This design comes from an exercise in tuning for small area, a short achievable clock period and few clock cycles on the open sky130 flow, not from production work.
RTL that was checked went through simulation tests only; none was proved equivalent to the original.

## build 81
Design bezier_middle_control_solver, start of the top module:
module bezier_middle_control_solver (
   input  logic                  clock,
   input  logic                  reset,
   input  logic                  req_tvalid,
   output logic                  req_tready,
   input  logic [REQ_DATA_W-1:0] req_tdata,
   output logic                  rsp_tvalid,
   input  logic                  rsp_tready,
   output logic [RSP_DATA_W-1:0] rsp_tdata
);
Size in the first run: roughly 21000 cells after synthesis, about 290 I/O pins.
Settings: LEC_CHECK=0, CAP_MARGIN=40, CORE_MARGIN=2, CORE_UTILIZATION=55, CTS_BUF_LIST=sky130_fd_sc_hd__clkbuf_8, SLEW_MARGIN=40, SETUP_SLACK_MARGIN=9.5; clock period 15.0 ns.
standard.sh (not shown) runs the stock make flow with config.mk's settings and CLKGATE_MAP_FILE= SYNTH_SCRIPT=/design/flow/synth_recipe.tcl, a recipe that flattens the netlist after the stock synthesis.
==> flow/flow/run.sh <==
#!/bin/bash
# Standard layout with a tighter setup target for timing repair.
set -e
echo "export SETUP_SLACK_MARGIN = 9.5" >> config.mk
bash standard.sh > standard.log 2>&1
Testbench counts of build 81, summed over its fixed seeds: cycles 5,648.
Modified inputs, build 7 compared to build 81
Settings: setting TNS_END_PERCENT to 10 for the first time; changing SETUP_SLACK_MARGIN from 9.5 to 9; changing CORE_UTILIZATION from 55 to 60.
==> flow/flow/run.sh <==
#!/bin/bash
# Standard layout with a tighter setup target for timing repair.
set -e
echo "export SETUP_SLACK_MARGIN = 9" >> config.mk
bash standard.sh > standard.log 2>&1
[summary]
Re worst hold slack after final layout: build 7 is 0.0062 ns up on build 81.
Build 7 vs build 81, launch point of the worst path: u_setup.xa$_SDFFE_PP0P_ vs u_setup.cnt[1]$_SDFFE_PP0P_
On number of hold buffers added after cts, build 7 tracks build 81 almost exactly.
Comparing build 7 against build 81, there is no change at all in count of distinct cell types in the synthesized netlist.
The inputs of build 63 differ from those of build 7 as listed below.
Settings: TNS_END_PERCENT no longer set, was 10; SETUP_SLACK_MARGIN now 9.75, was 9.
==> flow/flow/run.sh <==
#!/bin/bash
# Standard layout with a tighter setup target for timing repair.
set -e
echo "export SETUP_SLACK_MARGIN = 9.75" >> config.mk
bash standard.sh > standard.log 2>&1
### Flow results
Build 63 closes out successfully: all stages finished, all timing, DRC and antenna checks passed. The count of distinct cell types in the synthesized netlist of build 7 and that of build 63 are within noise of each other. Worst setup slack in build 63 is 0.67 ns higher than in build 7. Build 63 vs. build 7: number of cells on the critical path went up by 6. [build 63 vs build 7] placer's final routability congestion estimate: lower in build 63. Build 63 against build 7: global-route wire length before repair rose about 2.5%, buffers inserted during post-CTS setup optimization went up about 900%. In build 63 the time the final worst path needs with I/O delays and setup turned out 0.67 ns lower than in build 7. Going from build 7 to build 63, the wire length was found to have gone up by 5.2%.
The inputs of build 11 differ from those of build 63 as listed below.
Settings: changing SETUP_SLACK_MARGIN from 9.75 to 9.5; changing CORE_UTILIZATION from 60 to 65.
==> flow/flow/run.sh <==
#!/bin/bash
# Standard layout with a tighter setup target for timing repair.
set -e
echo "export SETUP_SLACK_MARGIN = 9.5" >> config.mk
bash standard.sh > standard.log 2>&1
Findings:
- Having completed the whole flow, build 11 delivered a layout that passed the timing, DRC and antenna checks.
- Setup clock skew after layout: build 11 vs build 63 down 0.018 ns
- Relative to build 63, the data arrival time of the critical path of build 11 is higher by 0.18 ns.
- Final area: higher on build 63
- When build 11 is measured against build 63, its routed wire length turns out about 4% lower.
- Run comparison: build 63 worst setup path endpoint u_setup.aqx[35]$_DFFE_PP_; build 11 worst setup path endpoint u_setup.aqy[35]$_DFFE_PP_
[inputs] build 27 vs build 11
Settings: a change of CORE_UTILIZATION from 65 to 60; a change of SETUP_SLACK_MARGIN from 9.5 to 9; an added PLACE_DENSITY of 0.72.
==> flow/flow/run.sh <==
#!/bin/bash
# Standard layout with a tighter setup target for timing repair.
set -e
echo "export SETUP_SLACK_MARGIN = 9" >> config.mk
bash standard.sh > standard.log 2>&1
### Flow results
Min instance count on the critical path across build 11 and build 27: build 27. The timing endpoint of the critical path comes out u_setup.aqy[35]$_DFFE_PP_ in one run and u_bisect.c2r[102]$_DFF_P_ in the other, namely in build 11 and build 27 respectively. Between build 11 and build 27, path depth of the worst reg2reg path decreased. Worst hold slack ended up 0.0094 ns lower on build 27 than on build 11.

Another version of the RTL of bezier_middle_control_solver (not shown whole).
Size in the first run: about 290 I/O pins, ~180,000 um^2 of cells after synthesis.
Settings: LEC_CHECK=0, CAP_MARGIN=40, CORE_MARGIN=2, CORE_UTILIZATION=60, CTS_BUF_LIST=sky130_fd_sc_hd__clkbuf_8, SLEW_MARGIN=40, SETUP_SLACK_MARGIN=10; clock period 15.0 ns.
==> flow/flow/run.sh <==
#!/bin/bash
# Standard layout with a tighter setup target for timing repair.
set -e
echo "export SETUP_SLACK_MARGIN = 10" >> config.mk
bash standard.sh > standard.log 2>&1
==> next run, changes <==
==> flow/flow/run.sh (replaced) <==
#!/bin/bash
# Standard layout with a tighter setup target for timing repair.
set -e
echo "export SETUP_SLACK_MARGIN = 9" >> config.mk
bash standard.sh > standard.log 2>&1
- SETUP_SLACK_MARGIN: 10 -> 9
The changed run completed with no timing, DRC or antenna violations.
Synthesized cell count stays the same.
Worst setup slack degrades by 0.42 ns.
Clock-buffer cell count is higher by 12.
Sequential cell count does not change.
Final area is lower by roughly a tenth.
Die area does not change.
Wire length is lower by roughly a tenth.
Non-clock buffer count is lower by 731.
Synthesized area does not change.
Maximum frequency is lower by a few percent.
==> next run, changes <==
==> flow/flow/run.sh (replaced) <==
#!/bin/bash
# Standard layout with a tighter setup target for timing repair.
set -e
echo "export SETUP_SLACK_MARGIN = 9.5" >> config.mk
bash standard.sh > standard.log 2>&1
- SETUP_SLACK_MARGIN: 9 -> 9.5
Outcome:
- The new run completed with no timing, DRC or antenna violations
- register-to-register slack gains 0.36 ns
- worst setup slack gains 0.36 ns
- critical path depth went up by 9
- maximum frequency went up by 6.2%
Function was not checked in any run of this note: the RTL went through the layout flow alone.

bezier_middle_control_solver, a different RTL version from the one above (not shown whole).
Size in the first run: about 20000 cells after synthesis, about 290 I/O pins, ~180000 um2 of cells after synthesis.
Settings: LEC_CHECK=0, CAP_MARGIN=40, CORE_MARGIN=2, CORE_UTILIZATION=60, CTS_BUF_LIST=sky130_fd_sc_hd__clkbuf_8, SLEW_MARGIN=40, SETUP_SLACK_MARGIN=9.75; clock period 15.0 ns.
==> flow/flow/run.sh <==
#!/bin/bash
# Standard layout with a tighter setup target for timing repair.
set -e
echo "export SETUP_SLACK_MARGIN = 9.75" >> config.mk
bash standard.sh > standard.log 2>&1
Testbench counts at the start, summed over its fixed seeds: cycles 5,648.
Rerun with:
==> flow/flow/run.sh (replaced) <==
#!/bin/bash
# Standard layout with a tighter setup target for timing repair.
set -e
echo "export SETUP_SLACK_MARGIN = 9.5" >> config.mk
bash standard.sh > standard.log 2>&1
- SETUP_SLACK_MARGIN: 9.75 -> 9.5
The new run passed the timing, DRC and antenna checks. Final area falls by a few percent. Synthesized cell count stays the same. Final cell count goes down slightly. Fmax rose slightly. Via count came out lower slightly. Routed wire length drops by a few percent.
Rerun with:
==> flow/flow/run.sh (replaced) <==
#!/bin/bash
# Standard layout with a tighter setup target for timing repair.
set -e
echo "export SETUP_SLACK_MARGIN = 9.25" >> config.mk
bash standard.sh > standard.log 2>&1
- SETUP_SLACK_MARGIN: 9.5 -> 9.25
After rerunning: The changed run finished with timing, DRC and antenna clean. Count of clock-buffer cells in the layout increases by 7. Setup slack loses 0.23 ns. Wire length hardly moves. Global-route usage rose by 0.33 points. Hold slack gets better by 0.015 ns. Cell area goes down by 2.4%. Clock skew decreases by 0.034 ns. Sequential cell count stays the same.

## run 1
bezier_middle_control_solver, a different RTL version from the one above (not shown whole).
Size in the first run: roughly 21000 cells after synthesis, roughly 2000 flip-flops, ~180000 sq um of cells after synthesis.
// bezier_middle_control_solver
module bezier_middle_control_solver (
   input  logic                  clock,
   input  logic                  reset,
   input  logic                  req_tvalid,
   output logic                  req_tready,
   input  logic [REQ_DATA_W-1:0] req_tdata,
   output logic                  rsp_tvalid,
   input  logic                  rsp_tready,
   output logic [RSP_DATA_W-1:0] rsp_tdata
);
clock: 15.0 ns
lec_check: 0
cap_margin: 20
core_margin: 2
core_utilization: 60
cts_buf_list: sky130_fd_sc_hd__clkbuf_8
slew_margin: 20
setup_slack_margin: 9
==> flow/flow/run.sh <==
#!/bin/bash
# Standard layout with a tighter setup target for timing repair.
set -e
echo "export SETUP_SLACK_MARGIN = 9" >> config.mk
bash standard.sh > standard.log 2>&1
Testbench counts of run 1, summed over its fixed seeds: cycles 5,648.
--- input diff run 1..run 2 ---
Settings: swapping 9 for 8 in SETUP_SLACK_MARGIN; swapping 20 for 40 in CAP_MARGIN; clearing CTS_BUF_LIST, which used to be sky130_fd_sc_hd__clkbuf_8; swapping 20 for 40 in SLEW_MARGIN.
diff --git a/flow/flow/run.sh b/flow/flow/run.sh
--- a/flow/flow/run.sh
+++ b/flow/flow/run.sh
@@ -4 +4 @@
-echo "export SETUP_SLACK_MARGIN = 9" >> config.mk
+echo "export SETUP_SLACK_MARGIN = 8" >> config.mk
## What came out
Summary of run 2 over run 1: clock buffer and inverter area fraction after layout now larger, detailed route wirelength on metal3 increased about 2%, share of the cycle needed by the critical path after routing higher. Relative to run 1, run 2 degrades setup slack. In summary, run 2 completed successfully, with a layout that passed the timing, DRC and antenna checks. Min non-clock buffer count across run 1 and run 2: run 2.
## Diff of input files: run 3 against run 2
Settings: a change of SETUP_SLACK_MARGIN from 8 to 9.
diff --git a/flow/flow/run.sh b/flow/flow/run.sh
--- a/flow/flow/run.sh
+++ b/flow/flow/run.sh
@@ -4 +4 @@
-echo "export SETUP_SLACK_MARGIN = 8" >> config.mk
+echo "export SETUP_SLACK_MARGIN = 9" >> config.mk
==> comparison <==
- Looking at wire length, run 3 sits above run 2.
- The standard cell with the maximum stage delay on the critical path comes out dfxtp_4 in one run and a21oi_1 in the other, namely in run 2 and run 3 respectively.
- The setup slack of run 3 is larger than that of run 2.

==> re-timing with driven ports <==
Ports are ideal in the flow. The routed layouts listed here were re-timed in OpenROAD.
Step 1: set_driving_cell puts a clkbuf_16 on clock and a buf_2 on each other input, an assumption about the parent block.
Step 2, shift: input delay + t, output delay - t, t = (earliest + latest rising clock arrival at the registers) / 2. This alone moves slack from input paths to output paths.
a / b / c = no drivers / after step 1 / after step 2; a / b = the first two.
run	t (ns)	setup slack, ns	clock arrival spread, ns	pins driven straight from the clock port
build 81	1.247	9.352 / 9.352 / 9.171	0.105 / 0.104	1
build 7	1.214	8.843 / 8.843 / 8.715	0.112 / 0.112	1
build 63	1.198	9.511 / 9.511 / 9.511	0.105 / 0.105	1
build 11	1.201	9.325 / 9.325 / 9.162	0.088 / 0.088	1
build 27	1.206	8.919 / 8.919 / 8.919	0.117 / 0.117	1
the first run of note 2	1.240	9.281 / 9.281 / 9.281	0.102 / 0.102	1
the second run of note 2	1.221	8.864 / 8.864 / 8.864	0.095 / 0.095	1
the third run of note 2	1.216	9.219 / 9.219 / 9.219	0.089 / 0.089	1
the first run of note 3	1.221	9.403 / 9.403 / 9.212	0.150 / 0.150	1
the second run of note 3	1.214	9.425 / 9.425 / 9.425	0.120 / 0.120	1
the third run of note 3	1.199	9.190 / 9.190 / 8.744	0.088 / 0.088	1
run 1	1.192	8.812 / 8.812 / 8.812	0.125 / 0.125	1
run 2	1.051	8.094 / 8.094 / 8.094	0.101 / 0.102	1
run 3	1.042	8.803 / 8.803 / 8.803	0.127 / 0.127	1
After both steps setup and hold are still met in every run listed. The setup slack of the third run of note 3, which loses most, moves by 0.000 ns with the drivers and by -0.446 ns with both steps.
